Context: an optimization exercise on an open-source flow, tuned for small area, a short achievable clock period and few clock cycles per item. The choices shown serve that exercise and are no tape-out recipe.
No functional check of the RTL was part of any run shown here.
Power and IR drop assume default switching activity.

[flow/config.mk]
export PLATFORM = sky130hd
export DESIGN_NAME = sequence_id_unwrapper
export DESIGN_NICKNAME = sequence_id_unwrapper
export VERILOG_FILES = /design/flow/design.v
export SDC_FILE = /design/flow/constraint.sdc
export NUM_CORES = 4
export LEC_CHECK = 0
export CAP_MARGIN = 20
export CORE_MARGIN = 2
export CORE_UTILIZATION = 40
export SLEW_MARGIN = 20
[flow/constraint.sdc]
create_clock -name core_clock -period 10.0 [get_ports {clk_i}]
set_input_delay 2.0000 -clock core_clock [delete_from_list [all_inputs] [get_ports {clk_i}]]
set_output_delay 2.0000 -clock core_clock [all_outputs]
set_load 0.01 [all_outputs]
[flow/design.v]
package sidu_pkg;
  localparam int unsigned IdW  = 64;
  localparam int unsigned CidW = 16;
  localparam int unsigned ThrW = 14;
  localparam int unsigned GenW = 48;
  localparam logic [CidW-1:0] IdSpan   = 16'hFFFF;
  localparam logic [ThrW-1:0] GapReset = 14'd1500;
endpackage
module sidu_step (
  input  logic [13:0] thr_i,
  input  logic [15:0] head_i,
  input  logic        hw_i,        
  input  logic [63:0] lid_i,
  input  logic [16:0] blo_i,
  input  logic        db_i,
  input  logic [16:0] r_i,
  input  logic [15:0] cid_i,
  output logic        ok_o,
  output logic        head_we_o,
  output logic        hw_o,        
  output logic [63:0] lid_o,
  output logic [16:0] blo_o,
  output logic        db_o,
  output logic [16:0] r_o
);
  logic [15:0] t16, twot;
  logic        wrap, adv, raise, gt, cv, cr, cb, bones, inc, dec;
  logic [16:0] v, v1, rp, blo_n;
  logic [17:0] rm, sv, sv0, sv1, sr;
  logic [46:0] hi, ones, zeros;
  always_comb begin
    t16  = {2'b00, thr_i};
    twot = {1'b0, thr_i, 1'b0};
    wrap = hw_i && (cid_i < twot);
    adv  = wrap && (cid_i > t16);
    hw_o = cid_i > ~t16;
    v1   = {1'b0, cid_i} + 17'h0FFFF;
    v    = wrap ? v1 : {1'b0, cid_i};
    rp   = r_i + {3'b000, thr_i};
    rm   = {1'b0, r_i} - {4'b0000, thr_i};
    ok_o = (v <= rp) && (rm[17] || (v >= rm[16:0]));
    sv0   = {1'b0, blo_i} + {2'b00, cid_i};
    sv1   = {1'b0, blo_i} + {2'b00, cid_i} + 18'h0FFFF;
    sv    = wrap ? sv1 : sv0;
    sr    = {1'b0, blo_i} + {1'b0, r_i};
    cv    = sv[17];
    cr    = sr[17];
    hi    = lid_i[63:17];
    bones = db_i ? (hi == '0) : (&hi);
    gt    = v > r_i;
    raise = gt ^ (bones & (cv ^ cr));
    ones[0]  = 1'b1;
    zeros[0] = 1'b1;
    for (int i = 1; i < 47; i++) begin
      ones[i]  = ones[i-1] & hi[i-1];
      zeros[i] = zeros[i-1] & ~hi[i-1];
    end
    inc   = cv & ~db_i;
    dec   = db_i & ~cv;
    lid_o = {hi ^ ({47{inc}} & ones) ^ ({47{dec}} & zeros), sv[16:0]};
    {cb, blo_n} = {1'b0, blo_i} + 18'h0FFFF;       
    blo_o       = adv ? blo_n : blo_i;
    db_o        = cv & ~(adv & cb);
    if (raise) r_o = adv ? {1'b0, cid_i} : v;
    else       r_o = adv ? r_i + 17'h10001 : r_i;      
    head_we_o   = adv || (cid_i > head_i);
  end
endmodule
module sidu_core (
  input  logic                          clk_i,
  input  logic                          rst_ni,
  input  logic                          step_i,
  output logic                          busy_o,
  input  logic [sidu_pkg::CidW-1:0]     cid_i,
  input  logic                          cfg_we_i,
  input  logic [sidu_pkg::ThrW-1:0]     cfg_data_i,
  input  logic                          ld_we_i,
  input  logic [sidu_pkg::GenW-1:0]     ld_gen_i,
  output logic                          acc_o,
  output logic [sidu_pkg::IdW-1:0]      id_o
);
  logic [13:0] thr_q;
  logic [15:0] head_q;
  logic        hw_q, hw_s;
  logic [63:0] lid_q, lid_s;
  logic [16:0] blo_q, blo_s;
  logic        db_q, db_s;
  logic [16:0] r_q, r_s;
  logic        acc_q, ok, head_we, cfix_q;
  logic        busy_q, zero_q, cy_q;
  logic [3:0]  cnt_q, fa, fb;
  logic [4:0]  fs;
  sidu_step u_step (
    .thr_i     (thr_q),
    .head_i    (head_q),
    .hw_i      (hw_q),
    .lid_i     (lid_q),
    .blo_i     (blo_q),
    .db_i      (db_q),
    .r_i       (r_q),
    .cid_i     (cid_i),
    .ok_o      (ok),
    .head_we_o (head_we),
    .hw_o      (hw_s),
    .lid_o     (lid_s),
    .blo_o     (blo_s),
    .db_o      (db_s),
    .r_o       (r_s)
  );
  always_comb begin
    fa = (zero_q || cnt_q < 4'd4)  ? 4'h0 : lid_q[3:0];
    fb = (zero_q || cnt_q >= 4'd12) ? 4'hF : ~lid_q[19:16];
    fs = {1'b0, fa} + {1'b0, fb} + {4'd0, cy_q};
  end
  always_ff @(posedge clk_i or negedge rst_ni) begin
    if (!rst_ni) begin
      thr_q  <= sidu_pkg::GapReset;
      head_q <= '0;
      hw_q   <= 1'b0;
      r_q    <= 17'd1;
      cfix_q <= 1'b0;
      busy_q <= 1'b1;
      zero_q <= 1'b1;
      cnt_q  <= '0;
      cy_q   <= 1'b0;
    end else begin
      cfix_q <= cfg_we_i;
      if (cfg_we_i) thr_q <= cfg_data_i;
      if (ld_we_i) begin
        head_q <= '0;
        hw_q   <= 1'b0;
        r_q    <= 17'd1;
        busy_q <= 1'b1;
        zero_q <= 1'b0;
        cnt_q  <= '0;
        cy_q   <= 1'b0;
      end else if (busy_q) begin
        cnt_q  <= cnt_q + 4'd1;
        cy_q   <= fs[4];
        busy_q <= (cnt_q != 4'd15);
      end else if (cfix_q) begin
        hw_q <= head_q > ~{2'b00, thr_q};
      end else if (step_i && ok) begin
        if (head_we) begin
          head_q <= cid_i;
          hw_q   <= hw_s;
        end
        r_q <= r_s;
      end
    end
  end
  always_ff @(posedge clk_i) begin
    if (ld_we_i) begin
      lid_q[63:16] <= ld_gen_i;
    end else if (busy_q) begin
      lid_q <= {fs[3:0], lid_q[63:4]};
      if (cnt_q == 4'd15) begin
        blo_q <= lid_q[20:4];
        db_q  <= 1'b0;
      end
    end else if (step_i && ok) begin
      lid_q <= lid_s;
      blo_q <= blo_s;
      db_q  <= db_s;
    end
    if (step_i) acc_q <= ok;
  end
  assign busy_o = busy_q;
  assign acc_o  = acc_q;
  assign id_o   = acc_q ? lid_q : '0;
endmodule
module sequence_id_unwrapper (
  input  logic                          clk_i,
  input  logic                          rst_ni,
  input  logic                          cfg_valid_i,
  output logic                          cfg_ready_o,
  input  logic [sidu_pkg::ThrW-1:0]     gap_threshold_i,
  input  logic                          gen_load_i,
  input  logic [sidu_pkg::GenW-1:0]     gen_value_i,
  input  logic                          in_valid_i,
  output logic                          in_ready_o,
  input  logic [sidu_pkg::CidW-1:0]     compressed_id_i,
  output logic                          out_valid_o,
  input  logic                          out_ready_i,
  output logic                          accepted_o,
  output logic [sidu_pkg::IdW-1:0]      full_id_o
);
  logic                      a_vld_q, b_free_q, out_vld_q;
  logic [sidu_pkg::CidW-1:0] a_cid_q, b_cid_q;
  logic                      step, a_free, take, busy;
  assign take        = in_valid_i && b_free_q;
  assign step        = a_vld_q && !busy && (!out_vld_q || out_ready_i);
  assign a_free      = !a_vld_q || step;
  assign in_ready_o  = b_free_q;
  assign cfg_ready_o = 1'b1;
  sidu_core u_core (
    .clk_i      (clk_i),
    .rst_ni     (rst_ni),
    .step_i     (step),
    .busy_o     (busy),
    .cid_i      (a_cid_q),
    .cfg_we_i   (cfg_valid_i),
    .cfg_data_i (gap_threshold_i),
    .ld_we_i    (gen_load_i),
    .ld_gen_i   (gen_value_i),
    .acc_o      (accepted_o),
    .id_o       (full_id_o)
  );
  always_ff @(posedge clk_i or negedge rst_ni) begin
    if (!rst_ni) begin
      a_vld_q   <= 1'b0;
      b_free_q  <= 1'b1;
      out_vld_q <= 1'b0;
    end else begin
      if (a_free) begin
        a_vld_q  <= !b_free_q || take;
        b_free_q <= 1'b1;
      end else if (take) begin
        b_free_q <= 1'b0;
      end
      if (step) begin
        out_vld_q <= 1'b1;
      end else if (out_ready_i) begin
        out_vld_q <= 1'b0;
      end
    end
  end
  always_ff @(posedge clk_i) begin
    if (a_free) a_cid_q <= b_free_q ? compressed_id_i : b_cid_q;
    if (!a_free && take) b_cid_q <= compressed_id_i;
  end
  assign out_valid_o = out_vld_q;
endmodule
[flow/run.sh]
#!/bin/bash
# synth_recipe.tcl (not shown) runs the flow's synth.tcl, then flattens the netlist and writes it again
# the make line also repeats each setting of config.mk as NAME=value (left out here)
make -C /OpenROAD-flow-scripts/flow DESIGN_CONFIG=/design/flow/config.mk WORK_HOME=/design/flow/orfs CLKGATE_MAP_FILE= SYNTH_SCRIPT=/design/flow/synth_recipe.tcl finish
==> impl_metrics.toml, run 1 <==
[clock_tree]
htree_num_levels = 4
clkTransAtPathRegs_ns = 0.08
clock_path_buffers = 2
clockRootBuffer = "clkbuf_16"
cts-resized-gates = 0
cts_buffers = 17
worstSkewPairLatency_ns = 0.48
clock_sinks = 174
holdBufCountCts = 0
cts_setup_buffers = 0
cts_tree = "yes"

[logic_synthesis]
synth.avg_cell_area_sq_um = 8.786
synth_cell_type_count = 86
yosysWarnings = 3
synth_top_area_cell = "edfxtp_1"
synth_top_family_by_area = "compound AO/OA/AOI/OAI gates"
yosys.area.top_type_share_pct = 21.08
async_flop_share_pct = 33.91
synth_cells = 1865
ys.flop_type = "edfxtp_1"
ys_seq_area_share_pct = 30.17
synth-compound-area-share_pct = 20.78
yosys_register_bits = 174
synth_edf_count = 115
synthAdderAreaFrac_pct = 15.20
syn_nets = 2145
synthXorXnorAreaFrac_pct = 7.781
ys_top_cells_by_area = "edfxtp_1 21%, ha_1 15%, dfrtp_1 7.3%"
synth_area_sq_mm = 0.01639
synth_mux_area_share_pct = 2.474
synth_simple_gate_area_share_pct = 18.85

[timing]
slew-limit-headroom_pct = 31.24
setup_violations = 0
worst_slew_pin_slew_ns = 1.031
fmax_mhz = 150.6
hold_viol_final = 0
fin_tns_setup_ns = 0
rsz0062_at_grt = "no"
period_minus_slack_ns = 6.639
hold_ws_ns = 0.4668
fin_crit_sh_pct = 66.39
drv_slew = 0
fin_worst_skew_ns = 0.01525

[die]
die_x_microns = 206.4
ios = 152
core-area_sq_mm = 0.04065
row_count = 74
fp.dieArea_sq_mm = 0.04260
dieHeight_microns = 206.4
start_util_pct = 40.31

[global_route]
grt_pass1_vias = 14120
grt_max_degree = 71
grt_antenna_before_repair = 0
grt_overflow = 0
grtUsageTotal_pct = 25.28
grt_first_pass_wirelength_microns = 82280

[run]
max_cap_viol_count = 0

[worst_setup_path]
required_ns = 10.40
path_max_fanout = 29
start_kind = "register"
crit_type = "register to register"
cp-end-kind = "register"
r2r-start = "a_cid_q[2]"
worstSetupStartpoint = "a_cid_q[2]"
r2r_end = "u_core.head_q[2]"
crit_end = "u_core.head_q[2]"
rr_worst_depth = 21
crit_arrival_ns = 7.04
reg2reg_slack_ns = 3.36

[final_layout]
num-fill-cells = 3847
drive_gt1_share_pct = 6.647
finish.utilization_pct = 46.77
n_antenna_cell = 0
area_growth_pct = 16.01
num-nets-final = 2253

[route]
wire_per_inst_microns = 21.06
vias_per_cell = 5.853
num_vias = 14740
dr.pass1.iters = 5
drt_first_iter_violations = 1256
drt_wl_total_microns = 53020
route.detailed.drc = 0
ant_nets = 0

[power]
irDropWorstVdd_mv = 0.1208
p_per_area_mw_per_mm2 = 98.44
fin_total_pwr_mw = 1.871
leakage_nw = 7.424

[hold_path]
hold_start = "a_vld_q"
hold_class = "register to register"

[placement]
hpwl_microns = 39390
gp_congestion = 0.9250
port_buffers = 150

[outcome]
status = "complete, no violations"
==> metal layers <==
layer	share of wire, %	track usage, %
met1	46	35.07
met2	46	39.79
met3	6.2	4.131
met4	2.5	8.520
met5	0	0
==> worst min-delay path by stage <==
| stage | slack, ns | cells after the start | endpoint |
|---|---|---|---|
| final | 0.47 | 1 | b_free_q |
| after CTS | 0.47 | 1 | b_free_q |
| after floorplan | 0.43 | 1 | b_free_q |
| after global routing | 0.49 | 1 | b_free_q |
| after detailed placement | 0.46 | 1 | b_free_q |
| after global placement | 0.46 | 1 | b_free_q |
==> power breakdown <==
| group | total (mW) | switching [mW] | internal (mW) |
|---|---|---|---|
| sequential | 0.861 | 0.0555 | 0.806 |
| combinational | 0.288 | 0.142 | 0.146 |
| clock | 0.722 | 0.361 | 0.361 |
| total | 1.87 | 0.559 | 1.31 |
==> final cells by class <==
type / instances / area [sq um] / area share, %
clock inverters: 15 / 187.7 / 0.9873
flip-flops and latches: 174 / 4947 / 26.03
inverters: 107 / 401.6 / 2.113
repair buffers: 176 / 1687 / 8.873
well taps: 532 / 665.6 / 3.502
clock buffers: 17 / 425.4 / 2.238
multi-input cells: 1497 / 10700 / 56.26
==> cell usage in the layout (no fill, tap or decap), types with 48 or more instances in the layout <==
cell type	instances
o21a_1	53
and2_1	76
clkdlybuf4s50_1	148
nor2_1	116
ha_1	191
xor2_1	57
dfrtp_1	48
edfxtp_1	115
nand2_1	150
a21oi_1	134
xnor2_1	86
o21ai_0	125
inv_1	106
==> registers in the layout (all words and copies together), names as in the netlist <==
name,count
u_core.lid_q,64
u_core.thr_q,14
u_core.blo_q,17
u_core.hw_q,1
u_core.acc_q,1
u_core.cfix_q,1
u_core.busy_q,1
u_core.head_q,16
a_vld_q,1
b_free_q,1
b_cid_q,16
a_cid_q,16
u_core.cnt_q,4
out_vld_q,1
u_core.r_q,17
u_core.cy_q,1
u_core.zero_q,1
u_core.db_q,1
==> synthesized netlist by cell type, types with 6 or more instances <==
library cell  instances
nor2b_1              17
nor3_1               40
a22o_1                7
nor4_1               19
o32ai_1              14
and4_1                8
a32oi_1               7
o221ai_1              6
nand3_1              33
a22oi_1              22
and3_1               17
clkbuf_1             70
xor2_1               57
inv_1               107
o211ai_1             10
nor2_1              116
o22ai_1               8
a21o_1               34
dfstp_2              11
mux2_2               24
nand4_1              29
a211o_1               6
nand2b_1             15
a21oi_1             136
o21a_1               53
xnor2_1              86
mux2i_1              12
or2_2                10
and2_1               76
dfrtp_1              48
a211oi_1             13
o21ai_0             125
o31ai_1               7
or3_1                26
o21bai_1             10
a31oi_1              13
ha_1                191
nand2_1             151
edfxtp_1            115
or4_1                 8
buf_2                 6
==> cells by family after synthesis <==
family	after synthesis
compound gates	527
fa+ha+maj	196
simple gates	592
other cells	1
flops	174
buf+inv	194
mux	37
xor+xnor	144
==> metrics by stage <==
stage               setup WS (ns)  instance area [sq um]  cells
finish                      3.361                  19010   2518
global route                2.794                  19010   2518
detailed placement          3.470                  18390   2486
CTS                         3.458                  19000   2518
floorplan                   4.070                  16390   1865
global placement            3.674                  18390   2486
==> worst max-delay path, stage by stage, from the launching register on <==
cell	delay, ns
edfxtp_1	0.62
ha_1	0.38
a21o_1	0.16
a211oi_1	0.29
o21ai_1	0.12
a311oi_1	0.31
nor2_1	0.08
buf_4	0.23
nor3_1	0.56
nand2b_1	0.20
o31ai_1	0.55
ha_1	0.35
a21o_1	0.16
a21oi_1	0.15
o21ai_0	0.15
o22a_1	0.22
a21oi_1	0.18
or3b_2	0.46
buf_4	0.25
nor2_1	0.73
a22oi_1	0.15
o21ai_0	0.21
==> run 2, diff against run 1 <==
--- a/flow/config.mk
+++ b/flow/config.mk
@@ -9,3 +9,4 @@
 export CORE_MARGIN = 2
 export CORE_UTILIZATION = 40
+export SETUP_SLACK_MARGIN = 5
 export SLEW_MARGIN = 20
==> run 2 against run 1 <==
  * Via count up 6.2%
  * Register-to-register slack better by 1.3 ns
  * Sequential cell count unchanged
  * Critical path depth up 4
==> impl_metrics.toml, run 2 <==
[placement]
port_buffers = 150
gp_congestion = 0.9212
hpwl_microns = 39460

[logic_synthesis]
synth_top_family_by_area = "compound AO/OA/AOI/OAI gates"
yosysWarnings = 3
syn_nets = 2145
synthXorXnorAreaFrac_pct = 7.781
synth_cell_type_count = 86
async_flop_share_pct = 33.91
synth_simple_gate_area_share_pct = 18.85
synth_edf_count = 115
synth_area_sq_mm = 0.01639
synthAdderAreaFrac_pct = 15.20
synth.avg_cell_area_sq_um = 8.786
yosysMostFrequentCell = "ha_1"
ys_seq_area_share_pct = 30.17
ys_top_cells_by_area = "edfxtp_1 21%, ha_1 15%, dfrtp_1 7.3%"
ys_top_cells_by_count = "191 x ha_1, 151 x nand2_1, 136 x a21oi_1, 125 x o21ai_0, 116 x nor2_1"
yosys_register_bits = 174
yosys.area.top_type_share_pct = 21.08
ys.flop_type = "edfxtp_1"
synth_cells = 1865
synth_mux_area_share_pct = 2.474
synth-compound-area-share_pct = 20.78
synth_top_area_cell = "edfxtp_1"

[global_route]
grtUsageTotal_pct = 26.70
grt_max_degree = 71
grt_antenna_before_repair = 0
grt_pass1_vias = 14900
grt_overflow = 0
grt_first_pass_wirelength_microns = 86650

[timing]
period_minus_slack_ns = 5.344
rsz0062_at_grt = "yes"
worst_slew_pin_slew_ns = 0.9475
fin_worst_skew_ns = 0.01313
hold_viol_final = 0
fmax_mhz = 187.1
drv_slew = 0
slew-limit-headroom_pct = 36.64
fin_crit_sh_pct = 53.44
setup_violations = 0
fin_tns_setup_ns = 0

[route]
wire_per_inst_microns = 21.66
drt_wl_total_microns = 57440
route.detailed.drc = 0
num_vias = 15650
drt_first_iter_violations = 1498
vias_per_cell = 5.901
dr.pass1.iters = 5
ant_nets = 0

[clock_tree]
worstSkewPairLatency_ns = 0.47
htree_num_levels = 4
clkTransAtPathRegs_ns = 0.08
holdBufCountCts = 0
cts_tree = "yes"
clock_sinks = 174
cts_buffers = 17
clock_path_buffers = 2
clockRootBuffer = "clkbuf_16"

[hold_path]
hold_start = "a_vld_q"
hold_class = "register to register"
worst_hold_path.num_cells = 1
hold_end = "b_free_q"

[worst_setup_path]
crit_arrival_ns = 5.71
reg2reg_slack_ns = 4.66
path_max_fanout = 7
start_kind = "register"
crit_type = "register to register"
r2r-start = "u_core.thr_q[6]"
required_ns = 10.36
cp-end-kind = "register"
rr_worst_depth = 25
r2r_end = "u_core.head_q[0]"

[die]
ios = 152
start_util_pct = 40.31
dieHeight_microns = 206.4
row_count = 74
die_x_microns = 206.4
fp.dieArea_sq_mm = 0.04260
core-area_sq_mm = 0.04065

[final_layout]
n_antenna_cell = 0
registers.top_by_ff_count = "u_core.lid_q"
largest_registers = "u_core.lid_q: 64 flops, u_core.blo_q: 17 flops, u_core.r_q: 17 flops"
final_common_cell = "ha_1"
num-fill-cells = 3718
finish.utilization_pct = 51.54
multi_input_area_sq_mm = 0.01152
num-nets-final = 2387
final_cell_mix = "184 x ha_1, 149 x nand2_1, 148 x clkdlybuf4s50_1"
area_growth_pct = 27.84
final-seq-area_sq_mm = 0.004955
largest_register_ffs = 64
drive_gt1_share_pct = 17.41

[run]
max_cap_viol_count = 0

[power]
p_per_area_mw_per_mm2 = 89.70
irDropWorstVdd_mv = 0.1323
leakage_nw = 8.251

[outcome]
status = "complete, no violations"
-- run 2: per-layer routing --
metal / up-vias / GRT usage, % / part of all wire, % / wire length (microns)
met1: 7579 / 36.28 / 44 / 25350
met4: 0 / 9.388 / 3.2 / 1819
li1: 7343 / - / - / -
met3: 111 / 5.109 / 7.0 / 4019
met2: 617 / 42.24 / 46 / 26250
met5: - / 0 / 0 / 0
-- run 2: report_power, final --
| group | leakage, nW | internal, mW | switching [mW] |
|---|---|---|---|
| sequential | 1.87 | 0.806 | 0.0566 |
| combinational | 6.09 | 0.157 | 0.152 |
| clock | 0.290 | 0.357 | 0.351 |
-- run 2: timing repair --
action | 4_1_cts | 5_1_grt
gates resized for setup | 117 | 73
buffers inserted | 88 | 34
pin swaps | 32 | 60
endpoints found under the setup margin | 160 | 158
gates cloned | 10 | 5
-- run 2: area by class of cell --
type | instances | share of cell area [%]
clock buffer | 17 | 2.031
multi-input combinational | 1508 | 54.99
sequential | 174 | 23.65
clock inverter | 15 | 0.8422
timing repair buffer | 299 | 13.39
tap | 532 | 3.178
inverter | 107 | 1.917
-- run 2: logic make-up (layout without fill, tap and decap cells) --
family,count (synthesis),count (layout)
xor+xnor,144,144
other cells,1,1
flops,174,174
mux,37,37
compound gates,527,527
fa+ha+maj,196,196
buf+inv,194,438
simple gates,592,603
-- run 2: per-stage QoR --
step           cells  area (sq um)  power [mW]  setup WS, ns  hold WS (ns)
2_1_floorplan   1865         16490       1.035         5.003        0.4339
3_3_place_gp    2483         18440       1.159         3.738        0.4605
6_report        2652         20950       1.879         4.656        0.4766
5_1_grt         2652         20950       1.957         4.438        0.5002
4_1_cts         2613         20280       1.878         4.741        0.4847
3_5_place_dp    2483         18440       1.163         3.522        0.4720
-- run 2: how the worst max path moves through the flow --
stage,start,end,slack (ns),depth (start not counted)
final,u_core.thr_q[6],u_core.head_q[0],4.66,25
after CTS,u_core.r_q[0],u_core.r_q[1],4.74,30
after global placement,a_cid_q[7],u_core.head_q[1],3.74,23
after detailed placement,a_cid_q[7],u_core.head_q[1],3.52,21
after floorplan,u_core.thr_q[6],u_core.r_q[1],5.00,22
after global routing,u_core.thr_q[0],u_core.r_q[9],4.44,30
-- run 2: critical path, stage by stage, from the launching register on --
cell      delay, ns
dfstp_2        0.55
inv_2          0.06
ha_2           0.17
or3_4          0.37
nor3_2         0.11
o21ai_1        0.10
a311oi_2       0.32
nor2_2         0.09
buf_6          0.16
or2_4          0.26
or3_4          0.37
xnor2_4        0.18
ha_4           0.27
nand4_1        0.11
nor2_2         0.19
buf_4          0.13
o21ai_0        0.09
a21oi_1        0.16
o21a_1         0.19
a311oi_4       0.06
buf_4          0.21
buf_6          0.12
or3b_4         0.43
buf_6          0.15
a21o_1         0.21
a22o_1         0.20

[afterwards: timing with drivers on the ports]
In the flow no input, the clock included, has a driving cell. The finished layouts below were timed again as built, in two steps.
Step 1: set_driving_cell puts a clkbuf_16 on clk_i and a buf_2 on each other input, an assumption about the parent block.
Step 2 adds t to the input delays and takes it off the output delays; t is the mean of the earliest and latest rising clock arrival at the registers after step 1. Input paths then give back, and output paths get back, about the clock's delay inside the block.
Slacks: no drivers / after step 1 / after step 2; pairs: no drivers / after step 1.
run | t (ns) | setup slack, ns | hold WS [ns] | worst slew at a driven data input, ns
run 1 | 0.530 | 3.361 / 3.361 / 3.361 | 0.467 / 0.467 / 0.467 | 0.05
run 2 | 0.515 | 4.656 / 4.656 / 4.656 | 0.477 / 0.477 / 0.477 | 0.08
After both steps setup and hold are still met in every run listed.
